What follows belongs to an exercise in optimizing a design on an open flow for small area, a short achievable clock period and few clock cycles per item; a production flow would make more cautious choices. At most, simulation tests tie the RTL to the original design; equivalence was not proved.

Setup of S:
## fnv_lane_mix
module fnv_lane_mix #(
  parameter int             LANES     = 4,
  parameter int             W         = 32,
  parameter logic [W-1:0]   FNV_PRIME = 32'h01000193
) (
  input  logic               clk,
  input  logic               rst,
  input  logic               in_valid,
  output logic               in_ready,
  input  logic [1:0]         mode,
  input  logic [LANES*W-1:0] a,
  input  logic [LANES*W-1:0] b,
  output logic               out_valid,
  input  logic               out_ready,
  output logic [LANES*W-1:0] c,
  output logic [W-1:0]       digest,
  output logic               out_err
);
Size in the first run: about 2,800 cells after synthesis, about 490 flip-flops, ~430 I/O pins.
==> flow/config.mk <==
export PLATFORM = sky130hd
export DESIGN_NAME = fnv_lane_mix
export DESIGN_NICKNAME = fnv_lane_mix
export VERILOG_FILES = /design/flow/design.v
export SDC_FILE = /design/flow/constraint.sdc
export NUM_CORES = 4
export LEC_CHECK = 0
export CAP_MARGIN = 20
export CORE_MARGIN = 2
export CORE_UTILIZATION = 65
export CTS_BUF_LIST = sky130_fd_sc_hd__clkbuf_8
export CTS_CLUSTER_DIAMETER = 50
export CTS_CLUSTER_SIZE = 18
export SETUP_SLACK_MARGIN = 1.8
export SLEW_MARGIN = 20
==> flow/constraint.sdc <==
create_clock -name core_clock -period 7.0 [get_ports {clk}]
set_input_delay 1.4000 -clock core_clock [delete_from_list [all_inputs] [get_ports {clk}]]
set_output_delay 1.4000 -clock core_clock [all_outputs]
set_load 0.01 [all_outputs]
standard.sh (not shown) runs the stock make flow with config.mk's settings and CLKGATE_MAP_FILE= SYNTH_SCRIPT=/design/flow/synth_recipe.tcl, a recipe that flattens the netlist after the stock synthesis.
==> flow/flow/run.sh <==
#!/bin/bash
# Standard layout, but the port buffers that placement inserts on every input and
# output are the smallest buffer (buf_1); timing repair resizes them where needed.
set -euo pipefail
bash standard.sh BUFFER_PORTS_ARGS="-buffer_cell sky130_fd_sc_hd__buf_1" finish > flow_standard.log 2>&1
Testbench counts of S, summed over its fixed seeds: cycles 4,824, items 4,800.
> inputs changed (S -> Q)
--- a/flow/design.v
+++ b/flow/design.v
@@ -19,37 +19,42 @@
   logic         adv;
   logic         v1_q, v2_q, v3_q;
   logic [1:0]   md1_q, md2_q, md3_q;
   logic         f1_q, f2_q;
   logic [W-1:0] r1_l0_q, r1_l3_q, r1_m1_q, r1_x1_q, r1_m2_q, r1_x2_q;
   logic [W-1:0] r2_l0_q, r2_l1_q, r2_l3_q, r2_m2_q, r2_x2_q;
   logic [W-1:0] r3_l0_q, r3_l1_q, r3_l3_q, r3_y2_q;
   logic [W-1:0] a0, a1, a2, a3, b0, b1, b2, b3;
   logic [W-1:0] bx0, bx1, bx2, bx3;
+  logic [W-1:0] p0, p3, p1, p2;
   logic [W-1:0] y0, y3, m1, x1, m2, x2, y1, y2;
   logic         l2;
   assign adv      = !v3_q || out_ready;
   assign in_ready = adv;
   assign {a3, a2, a1, a0} = a;
   assign {b3, b2, b1, b0} = b;
   assign bx0 = mode[0] ? a0 ^ b0 : a0;
   assign bx1 = mode[0] ? a1 ^ b1 : a1;
   assign bx2 = mode[0] ? a2 ^ b2 : a2;
   assign bx3 = mode[0] ? a3 ^ b3 : a3;
-  fnv_mulpx u_mul0 (.x(bx0), .k(mode[1] ? a1 : mode[0] ? '0 : b0), .y(y0));
-  fnv_mulpx u_mul3 (.x(bx3), .k(mode[0] ? '0 : b3), .y(y3));
+  fnv_mulp u_mul0 (.x(bx0), .y(p0));
+  fnv_mulp u_mul3 (.x(bx3), .y(p3));
+  assign y0 = p0 ^ (mode[1] ? a1 : mode[0] ? '0 : b0);
+  assign y3 = p3 ^ (mode[0] ? '0 : b3);
   assign m1 = bx1;
   assign x1 = mode[1] ? a2 : mode[0] ? '0 : b1;
   assign m2 = bx2;
   assign x2 = mode[1] ? a3 : mode[0] ? '0 : b2;
-  fnv_mulpx u_mul1 (.x(f1_q ? r1_l0_q : r1_m1_q), .k(r1_x1_q), .y(y1));
+  fnv_mulp u_mul1 (.x(f1_q ? r1_l0_q : r1_m1_q), .y(p1));
+  assign y1 = p1 ^ r1_x1_q;
   assign l2 = !md2_q[1];
-  fnv_mulpx u_mul2 (.x(f2_q ? r2_l1_q : r2_m2_q), .k(r2_x2_q), .y(y2));
+  fnv_mulp u_mul2 (.x(f2_q ? r2_l1_q : r2_m2_q), .y(p2));
+  assign y2 = p2 ^ r2_x2_q;
   always_ff @(posedge clk) begin
     if (rst) begin
       v1_q <= 1'b0;
       v2_q <= 1'b0;
       v3_q <= 1'b0;
     end else if (adv) begin
       v1_q <= in_valid;
       v2_q <= v1_q;
       v3_q <= v2_q;
@@ -78,19 +83,19 @@
       r3_l3_q <= l2 ? r2_l3_q : '0;
       r3_y2_q <= y2;
     end
   end
   assign out_valid = v3_q;
   assign c         = {r3_l3_q, md3_q[1] ? '0 : r3_y2_q, r3_l1_q, r3_l0_q};
   assign digest    = (md3_q == 2'd2) ? r3_y2_q : '0;
   assign out_err   = (md3_q == 2'd3);
 endmodule
-module fnv_mulpx (input logic [31:0] x, input logic [31:0] k, output logic [31:0] y);
+module fnv_mulp (input logic [31:0] x, output logic [31:0] y);
   logic [31:0] r0, r1;
   logic t1, t2, t3, t4, t5, t6, t7, t8, t9, t10, t11, t12, t13, t14, t15, t16;
   logic t17, t18, t19, t20, t21, t22, t23, t24, t25, t26, t27, t28, t29, t30, t31, t32;
   logic t33, t34, t35, t36, t37, t38, t39, t40, t41, t42, t43, t44, t45, t46, t47, t48;
   logic t49, t50, t51, t52, t53, t54, t55, t56, t57, t58, t59, t60, t61, t62, t63, t64;
   logic t65, t66, t67, t68, t69, t70, t71, t72, t73, t74, t75, t76, t77, t78, t79, t80;
   logic t81, t82, t83, t84, t85, t86, t87, t88, t89, t90, t91, t92, t93, t94, t95, t96;
   logic t97, t98, t99, t100, t101, t102, t103, t104, t105, t106, t107, t108, t109, t110, t111, t112;
   logic t113, t114, t115, t116, t117, t118, t119, t120, t121, t122, t123, t124, t125, t126, t127, t128;
@@ -455,11 +460,11 @@
   assign cc[23] = gg71;
   assign cc[24] = gg72;
   assign cc[25] = gg73;
   assign cc[26] = gg74;
   assign cc[27] = gg75;
   assign cc[28] = gg76;
   assign cc[29] = gg77;
   assign cc[30] = gg78;
   assign cc[31] = gg79;
-  assign y = (p0 ^ k) ^ cc;
+  assign y = p0 ^ cc;
 endmodule
Results
Q: done, clean on timing, DRC and antenna
Post-route worst setup slack, S and Q: larger value in S
Q — data arrival time of the critical path 0.02 ns higher, S as reference
Q — net count reported at finish about 2.3% lower, S as reference
Q gives more pin count of the biggest net entering global routing than S did.
Q against S: die boundary width now sits lower; final cell utilization of the core now sits higher.
Wire length of the first global-routing pass was higher in the run labelled Q.
Final hold slack delta (Q − S): unfavourable
Q: final critical-path required period is 0.0031 ns higher than what S reported.
Diff S -> Q: total wire length after detailed routing picked up an extra about 6%; summed area of non-filler cells in the final layout neither gained nor lost much; non-clock buffer count picked up an extra 5.4%.
Testbench counts of Q, summed over its fixed seeds: cycles 4,824, items 4,800.

Setup of oak:
Another version of the RTL of fnv_lane_mix (not shown whole).
For scale: about 2,700 cells after synthesis, ~360 flip-flops, roughly 430 I/O pins, roughly 0.030 mm^2 of cells after synthesis.
==> module fnv_lane_mix, before the edit <==
module fnv_lane_mix #(
  parameter int             LANES     = 4,
  parameter int             W         = 32,
  parameter logic [W-1:0]   FNV_PRIME = 32'h01000193
) (
  input  logic               clk,
  input  logic               rst,
  input  logic               in_valid,
  output logic               in_ready,
  input  logic [1:0]         mode,
  input  logic [LANES*W-1:0] a,
  input  logic [LANES*W-1:0] b,
  output logic               out_valid,
  input  logic               out_ready,
  output logic [LANES*W-1:0] c,
  output logic [W-1:0]       digest,
  output logic               out_err
);
  logic         adv;
  logic         v1_q, v2_q;
  logic [1:0]   md1_q, md2_q;
  logic [W-1:0] r1_l0_q, r1_l3_q, r1_m1_q, r1_x1_q, r1_m2_q, r1_x2_q;
  logic [W-1:0] r2_l0_q, r2_l1_q, r2_l3_q, r2_m2_q, r2_x2_q;
  logic [W-1:0] a0, a1, a2, a3, b0, b1, b2, b3;
  logic         md0, md1, md2;
  logic [W-1:0] p0, p3, p1, p2;
  logic [W-1:0] y0, y3, m1, x1, m2, x2, y1, y2;
  logic         f1, f2;
  assign adv      = !v2_q || out_ready;
  assign in_ready = adv;
  assign {a3, a2, a1, a0} = a;
  assign {b3, b2, b1, b0} = b;
  assign md0 = (mode == 2'd0);
  assign md1 = (mode == 2'd1);
  assign md2 = (mode == 2'd2);
  fnv_mulp u_mul0 (.x(md1 ? (a0 ^ b0) : a0), .y(p0));
  fnv_mulp u_mul3 (.x(md1 ? (a3 ^ b3) : a3), .y(p3));
  assign y0 = p0 ^ (md0 ? b0 : md2 ? a1 : '0);
  assign y3 = p3 ^ (md0 ? b3 : '0);
  assign m1 = md1 ? (a1 ^ b1) : a1;
  assign x1 = md0 ? b1 : md2 ? a2 : '0;
  assign m2 = md1 ? (a2 ^ b2) : a2;
  assign x2 = md0 ? b2 : md2 ? a3 : '0;
  assign f1 = (md1_q == 2'd2);
  fnv_mulp u_mul1 (.x(f1 ? r1_l0_q : r1_m1_q), .y(p1));
  assign y1 = p1 ^ r1_x1_q;
  assign f2 = (md2_q == 2'd2);
  fnv_mulp u_mul2 (.x(r2_m2_q), .y(p2));
  assign y2 = p2 ^ r2_x2_q;
  always_ff @(posedge clk) begin
    if (rst) begin
      v1_q <= 1'b0;
      v2_q <= 1'b0;
    end else if (adv) begin
      v1_q <= in_valid;
      v2_q <= v1_q;
    end
  end
  always_ff @(posedge clk) begin
    if (adv) begin
      md1_q   <= mode;
      r1_l0_q <= y0;
      r1_l3_q <= y3;
      r1_m1_q <= m1;
      r1_x1_q <= x1;
      r1_m2_q <= m2;
      r1_x2_q <= x2;
      md2_q   <= md1_q;
      r2_l0_q <= r1_l0_q;
      r2_l1_q <= y1;
      r2_l3_q <= r1_l3_q;
      r2_m2_q <= f1 ? y1 : r1_m2_q;
      r2_x2_q <= r1_x2_q;
    end
  end
  assign out_valid = v2_q;
  assign c         = md2_q[1] ? '0 : {r2_l3_q, y2, r2_l1_q, r2_l0_q};
  assign digest    = f2 ? y2 : '0;
  assign out_err   = (md2_q == 2'd3);
endmodule
clock: 7.0 ns
lec_check: 0
cap_margin: 20
core_margin: 2
core_utilization: 65
cts_buf_list: sky130_fd_sc_hd__clkbuf_8
setup_slack_margin: 0.8
slew_margin: 20
Scripts as last shown in full above: flow/flow/run.sh
Testbench counts of oak, summed over its fixed seeds: cycles 4,816, items 4,800.
Edits applied to the flow inputs when going from oak to pine:
--- a/flow/design.v
+++ b/flow/design.v
@@ -16,18 +16,20 @@
   output logic [W-1:0]       digest,
   output logic               out_err
 );
   logic         adv;
-  logic         v1_q, v2_q;
-  logic [1:0]   md1_q, md2_q;
+  logic         v1_q, v2_q, v3_q;
+  logic [1:0]   md1_q, md2_q, md3_q;
+  logic         f1_q, f2_q;
   logic [W-1:0] r1_l0_q, r1_l3_q, r1_m1_q, r1_x1_q, r1_m2_q, r1_x2_q;
   logic [W-1:0] r2_l0_q, r2_l1_q, r2_l3_q, r2_m2_q, r2_x2_q;
+  logic [W-1:0] r3_l0_q, r3_l1_q, r3_l3_q, r3_y2_q;
   logic [W-1:0] a0, a1, a2, a3, b0, b1, b2, b3;
   logic         md0, md1, md2;
   logic [W-1:0] p0, p3, p1, p2;
   logic [W-1:0] y0, y3, m1, x1, m2, x2, y1, y2;
-  logic         f1, f2;
-  assign adv      = !v2_q || out_ready;
+  logic         l2;
+  assign adv      = !v3_q || out_ready;
   assign in_ready = adv;
   assign {a3, a2, a1, a0} = a;
   assign {b3, b2, b1, b0} = b;
   assign md0 = (mode == 2'd0);
@@ -40,44 +42,52 @@
   assign m1 = md1 ? (a1 ^ b1) : a1;
   assign x1 = md0 ? b1 : md2 ? a2 : '0;
   assign m2 = md1 ? (a2 ^ b2) : a2;
   assign x2 = md0 ? b2 : md2 ? a3 : '0;
-  assign f1 = (md1_q == 2'd2);
-  fnv_mulp u_mul1 (.x(f1 ? r1_l0_q : r1_m1_q), .y(p1));
+  fnv_mulp u_mul1 (.x(f1_q ? r1_l0_q : r1_m1_q), .y(p1));
   assign y1 = p1 ^ r1_x1_q;
-  assign f2 = (md2_q == 2'd2);
-  fnv_mulp u_mul2 (.x(r2_m2_q), .y(p2));
+  assign l2 = !md2_q[1];
+  fnv_mulp u_mul2 (.x(f2_q ? r2_l1_q : r2_m2_q), .y(p2));
   assign y2 = p2 ^ r2_x2_q;
   always_ff @(posedge clk) begin
     if (rst) begin
       v1_q <= 1'b0;
       v2_q <= 1'b0;
+      v3_q <= 1'b0;
     end else if (adv) begin
       v1_q <= in_valid;
       v2_q <= v1_q;
+      v3_q <= v2_q;
     end
   end
   always_ff @(posedge clk) begin
     if (adv) begin
       md1_q   <= mode;
+      f1_q    <= md2;
       r1_l0_q <= y0;
       r1_l3_q <= y3;
       r1_m1_q <= m1;
       r1_x1_q <= x1;
       r1_m2_q <= m2;
       r1_x2_q <= x2;
       md2_q   <= md1_q;
+      f2_q    <= f1_q;
       r2_l0_q <= r1_l0_q;
       r2_l1_q <= y1;
       r2_l3_q <= r1_l3_q;
-      r2_m2_q <= f1 ? y1 : r1_m2_q;
+      r2_m2_q <= r1_m2_q;
       r2_x2_q <= r1_x2_q;
+      md3_q   <= md2_q;
+      r3_l0_q <= l2 ? r2_l0_q : '0;
+      r3_l1_q <= l2 ? r2_l1_q : '0;
+      r3_l3_q <= l2 ? r2_l3_q : '0;
+      r3_y2_q <= y2;
     end
   end
-  assign out_valid = v2_q;
-  assign c         = md2_q[1] ? '0 : {r2_l3_q, y2, r2_l1_q, r2_l0_q};
-  assign digest    = f2 ? y2 : '0;
-  assign out_err   = (md2_q == 2'd3);
+  assign out_valid = v3_q;
+  assign c         = {r3_l3_q, md3_q[1] ? '0 : r3_y2_q, r3_l1_q, r3_l0_q};
+  assign digest    = (md3_q == 2'd2) ? r3_y2_q : '0;
+  assign out_err   = (md3_q == 2'd3);
 endmodule
 module fnv_mulp (input logic [31:0] x, output logic [31:0] y);
   logic [31:0] r0, r1;
   logic t1, t2, t3, t4, t5, t6, t7, t8, t9, t10, t11, t12, t13, t14, t15, t16;
--- outcome ---
Across both runs, count of filler cells inserted in the layout was higher for pine than for oak. Critical path depth: pine > oak. Height of the die, pine and oak: larger value in pine. pine closes out successfully: all stages finished, all timing, DRC and antenna checks passed. In pine, flop and latch count out of synthesis is higher than in oak. Lower post-route cell area goes to oak over pine.
Only the layout flow was run in pine; the RTL was not checked for function there.

Setup of old:
RTL: one of the versions met above, not the one the previous note started from.
For scale: ~2800 cells after synthesis, about 490 flip-flops, roughly 430 I/O pins, roughly 34000 µm² of cells after synthesis.
Settings: LEC_CHECK=0, CAP_MARGIN=20, CORE_MARGIN=2, CORE_UTILIZATION=65, CTS_BUF_LIST=sky130_fd_sc_hd__clkbuf_8, SETUP_SLACK_MARGIN=1.8, SLEW_MARGIN=20; clock period 7.0 ns.
Scripts as last shown in full above: flow/flow/run.sh
Testbench counts of old, summed over its fixed seeds: cycles 4,824, items 4,800.
What new does differently from old at the input level:
--- a/flow/design.v
+++ b/flow/design.v
@@ -21,33 +21,38 @@
   logic [1:0]   md1_q, md2_q, md3_q;
   logic         f1_q, f2_q;
   logic [W-1:0] r1_l0_q, r1_l3_q, r1_m1_q, r1_x1_q, r1_m2_q, r1_x2_q;
   logic [W-1:0] r2_l0_q, r2_l1_q, r2_l3_q, r2_m2_q, r2_x2_q;
   logic [W-1:0] r3_l0_q, r3_l1_q, r3_l3_q, r3_y2_q;
   logic [W-1:0] a0, a1, a2, a3, b0, b1, b2, b3;
   logic [W-1:0] bx0, bx1, bx2, bx3;
+  logic [W-1:0] p0, p3, p1, p2;
   logic [W-1:0] y0, y3, m1, x1, m2, x2, y1, y2;
   logic         l2;
   assign adv      = !v3_q || out_ready;
   assign in_ready = adv;
   assign {a3, a2, a1, a0} = a;
   assign {b3, b2, b1, b0} = b;
   assign bx0 = mode[0] ? a0 ^ b0 : a0;
   assign bx1 = mode[0] ? a1 ^ b1 : a1;
   assign bx2 = mode[0] ? a2 ^ b2 : a2;
   assign bx3 = mode[0] ? a3 ^ b3 : a3;
-  fnv_mulpx u_mul0 (.x(bx0), .k(mode[1] ? a1 : mode[0] ? '0 : b0), .y(y0));
-  fnv_mulpx u_mul3 (.x(bx3), .k(mode[0] ? '0 : b3), .y(y3));
+  fnv_mulp u_mul0 (.x(bx0), .y(p0));
+  fnv_mulp u_mul3 (.x(bx3), .y(p3));
+  assign y0 = p0 ^ (mode[1] ? a1 : mode[0] ? '0 : b0);
+  assign y3 = p3 ^ (mode[0] ? '0 : b3);
   assign m1 = bx1;
   assign x1 = mode[1] ? a2 : mode[0] ? '0 : b1;
   assign m2 = bx2;
   assign x2 = mode[1] ? a3 : mode[0] ? '0 : b2;
-  fnv_mulpx u_mul1 (.x(f1_q ? r1_l0_q : r1_m1_q), .k(r1_x1_q), .y(y1));
+  fnv_mulp u_mul1 (.x(f1_q ? r1_l0_q : r1_m1_q), .y(p1));
+  assign y1 = p1 ^ r1_x1_q;
   assign l2 = !md2_q[1];
-  fnv_mulpx u_mul2 (.x(f2_q ? r2_l1_q : r2_m2_q), .k(r2_x2_q), .y(y2));
+  fnv_mulp u_mul2 (.x(f2_q ? r2_l1_q : r2_m2_q), .y(p2));
+  assign y2 = p2 ^ r2_x2_q;
   always_ff @(posedge clk) begin
     if (rst) begin
       v1_q <= 1'b0;
       v2_q <= 1'b0;
       v3_q <= 1'b0;
     end else if (adv) begin
       v1_q <= in_valid;
@@ -80,15 +85,15 @@
     end
   end
   assign out_valid = v3_q;
   assign c         = {r3_l3_q, md3_q[1] ? '0 : r3_y2_q, r3_l1_q, r3_l0_q};
   assign digest    = (md3_q == 2'd2) ? r3_y2_q : '0;
   assign out_err   = (md3_q == 2'd3);
 endmodule
-module fnv_mulpx (input logic [31:0] x, input logic [31:0] k, output logic [31:0] y);
+module fnv_mulp (input logic [31:0] x, output logic [31:0] y);
   logic [31:0] r0, r1;
   logic t1, t2, t3, t4, t5, t6, t7, t8, t9, t10, t11, t12, t13, t14, t15, t16;
   logic t17, t18, t19, t20, t21, t22, t23, t24, t25, t26, t27, t28, t29, t30, t31, t32;
   logic t33, t34, t35, t36, t37, t38, t39, t40, t41, t42, t43, t44, t45, t46, t47, t48;
   logic t49, t50, t51, t52, t53, t54, t55, t56, t57, t58, t59, t60, t61, t62, t63, t64;
   logic t65, t66, t67, t68, t69, t70, t71, t72, t73, t74, t75, t76, t77, t78, t79, t80;
   logic t81, t82, t83, t84, t85, t86, t87, t88, t89, t90, t91, t92, t93, t94, t95, t96;
@@ -457,9 +462,9 @@
   assign cc[25] = gg73;
   assign cc[26] = gg74;
   assign cc[27] = gg75;
   assign cc[28] = gg76;
   assign cc[29] = gg77;
   assign cc[30] = gg78;
   assign cc[31] = gg79;
-  assign y = (p0 ^ k) ^ cc;
+  assign y = p0 ^ cc;
 endmodule
==> comparison <==
Against old, synthesized cell count in new fell by a few percent.
Cell area | new vs old | new smaller
The run showing the smaller area growth from synthesis to layout is old.
Re multi-input logic portion of the cell area: old and new aren't equal, and the higher value belongs to old.
Sequential share of layout area: old vs new — no meaningful difference
Placed instance area for new is lower than for old.
Testbench counts of new, summed over its fixed seeds: cycles 4,824, items 4,800.

## separate check: timing with driven ports
The results above use ideal ports. As a check the final layouts listed here were re-extracted and re-timed, cells and wires unchanged.
Step 1 assumes that a clkbuf_16 drives the clock port and a buf_2 every other input.
Step 2 moves the port delays by t, midway between the first and last clock arrival at a register: inputs arrive t later, outputs are due t later. That takes back most of the time a late clock gives input paths.
a / b / c = ideal ports / drivers / drivers and shift; a / b = the first two.
run	t (ns)	slack for setup (ns)	worst register clock-pin slew, ns
S	0.705	1.829 / 1.687 / 0.982	0.11 / 0.11
Q	0.730	1.825 / 1.735 / 1.005	0.11 / 0.11
oak	0.675	0.620 / 0.562 / 0.382	0.07 / 0.07
pine	0.742	1.056 / 1.097 / 0.356	0.07 / 0.07
old	0.734	1.882 / 1.757 / 1.023	0.07 / 0.07
new	0.740	1.819 / 1.696 / 0.957	0.07 / 0.07
After both steps every run listed still meets setup and hold. For new, which loses most, drivers alone change the setup slack by -0.123 ns; drivers and shift together by -0.862 ns.
